What follows belongs to an exercise in optimizing a design on an open flow for small area and a short achievable clock period; a production flow would make more cautious choices. At most, simulation tests tie the RTL to the original design; equivalence was not proved. Power is estimated from default activity; no workload was simulated.

Design quireDotApb, start of the top module:
module quireDotApb (
  input  logic        clk,
  input  logic        rst,
  input  logic        psel,
  input  logic        penable,
  input  logic        pwrite,
  input  logic [7:0]  paddr,
  input  logic [31:0] pwdata,
  output logic [31:0] prdata,
  output logic        pready,
  output logic        pslverr
);
clock: 22.0 ns
lec_check: 0
abc_area: 1
cap_margin: 20
core_margin: 2
core_utilization: 50
place_density: 0.65
slew_margin: 20
standard.sh (not shown) runs the stock make flow with config.mk's settings and CLKGATE_MAP_FILE= SYNTH_SCRIPT=/design/flow/synth_recipe.tcl, a recipe that flattens the netlist after the stock synthesis.
==> flow/flow/run.sh <==
#!/bin/bash
set -euo pipefail
bash standard.sh SETUP_SLACK_MARGIN=16.2 "BUFFER_PORTS_ARGS=-buffer_cell sky130_fd_sc_hd__buf_2" finish > standard.log 2>&1
The baseline went through all stages and came out clean.
Rerun with:
==> flow/flow/run.sh (replaced) <==
#!/bin/bash
set -euo pipefail
bash standard.sh SETUP_SLACK_MARGIN=16.0 finish > standard.log 2>&1
=> The changed run ran to the end with no violations. Clock power went down by about 2%. Fmax barely changes. Wire length falls by 1.1%. Core utilization decreases by 0.20 points. Flip-flop and latch count stays the same. Total power goes down by 0.65%. Setup slack is worse by 0.015 ns. Clock skew goes down by 0.026 ns. Cell area decreases by 0.35%. Via count went down by 0.93%.
No run of this note included a check of the RTL's function; only the layout flow was run.

* * *

## indigo
Another version of the RTL of quireDotApb (not shown whole).
Size in the first run: ~79 I/O pins, about 0.031 mm2 of cells after synthesis.
## quireDotApb
module quireDotApb (
  input  logic        clk,
  input  logic        rst,
  input  logic        psel,
  input  logic        penable,
  input  logic        pwrite,
  input  logic [7:0]  paddr,
  input  logic [31:0] pwdata,
  output logic [31:0] prdata,
  output logic        pready,
  output logic        pslverr
);
Settings: LEC_CHECK=0, ABC_AREA=1, CAP_MARGIN=20, CORE_MARGIN=2, CORE_UTILIZATION=70, PLACE_DENSITY=0.9, SLEW_MARGIN=20; clock period 22.0 ns.
==> flow/flow/run.sh <==
#!/bin/bash
set -euo pipefail
bash standard.sh SETUP_SLACK_MARGIN=16.2 "BUFFER_PORTS_ARGS=-buffer_cell sky130_fd_sc_hd__buf_2" finish > standard.log 2>&1
The following lists how quartz was set up differently from indigo:
- changing PLACE_DENSITY from 0.9 to 0.8
- changing CORE_UTILIZATION from 70 to 65
==> flow/flow/run.sh <==
#!/bin/bash
set -euo pipefail
bash standard.sh SETUP_SLACK_MARGIN=16.4 "BUFFER_PORTS_ARGS=-buffer_cell sky130_fd_sc_hd__buf_2" finish > standard.log 2>&1
## What came out
- Against indigo, quartz comes in about 0.65% lower on combined area of the multi-input logic cells.
- Cmp quartz vs indigo: buffering overhead higher in quartz
- quartz and indigo all finish clean.
- Taking quartz as 1.0, indigo lands at 0.946 on number of buffers created by CTS.
For xenon, these inputs were changed with respect to quartz:
==> flow/flow/run.sh <==
#!/bin/bash
set -euo pipefail
bash standard.sh SETUP_SLACK_MARGIN=16.3 "BUFFER_PORTS_ARGS=-buffer_cell sky130_fd_sc_hd__buf_2" finish > standard.log 2>&1
==> comparison <==
Worst setup slack after placement (lower): quartz. Relative to quartz, design area has gone down in xenon. Number of fill cells in the layout: quartz and xenon compared, lower one is quartz. Between quartz and xenon, layout overhead on the synthesized area is lower for xenon, quartz comes in above that. On internal power, quartz and xenon are basically level. Part of the total power dissipated in sequential elements (lower): quartz. NOTE number of buffers created by CTS quartz->xenon decreased by a few percent.
Changes in cedar relative to xenon:
- CTS_BUF_LIST newly set to sky130_fd_sc_hd__clkbuf_4 sky130_fd_sc_hd__clkbuf_8
==> flow/flow/run.sh <==
#!/bin/bash
set -euo pipefail
bash standard.sh SETUP_SLACK_MARGIN=16.2 "BUFFER_PORTS_ARGS=-buffer_cell sky130_fd_sc_hd__buf_2" finish > standard.log 2>&1
[summary]
Non-clock buffer count: cedar > xenon
The routed wire length in cedar sits about 0.6% below the value recorded for xenon.
Looking at critical path depth, cedar sits above xenon.

separate check: timing with driven ports:
How much do the figures lean on ideal ports? The routed layouts below were timed once more, with nothing changed but the port constraints. Step 1 sets driving cells, clkbuf_16 on the clock port and buf_2 on the other inputs (assumed; they add their load-dependent delay and slew). Step 2 adds t to the input delays and takes it off the output delays; t is the mean of the earliest and latest rising clock arrival at the registers after step 1. Input paths then give back, and output paths get back, about the clock's delay inside the block. Slacks: no drivers / after step 1 / after step 2; pairs: no drivers / after step 1.
run | shift t [ns] | setup slack, ns | hold WS [ns] | worst register clock-pin slew, ns | pins driven straight from the clock port
the first run of note 1 | 0.628 | 16.150 / 16.150 / 15.854 | 0.426 / 0.426 / 0.426 | 0.07 / 0.07 | 1
the second run of note 1 | 0.625 | 16.135 / 16.076 / 15.551 | 0.460 / 0.460 / 0.460 | 0.07 / 0.07 | 1
indigo | 0.632 | 15.587 / 15.587 / 15.587 | 0.473 / 0.473 / 0.473 | 0.07 / 0.07 | 1
quartz | 0.626 | 16.224 / 16.224 / 15.929 | 0.455 / 0.455 / 0.455 | 0.07 / 0.07 | 1
xenon | 0.615 | 16.242 / 16.242 / 15.741 | 0.447 / 0.447 / 0.447 | 0.07 / 0.07 | 1
cedar | 0.697 | 16.299 / 16.299 / 15.661 | 0.447 / 0.447 / 0.447 | 0.07 / 0.07 | 1
After both steps every run listed still meets setup and hold. The setup slack of cedar, which loses most, moves by 0.000 ns with the drivers and by -0.638 ns with both steps.
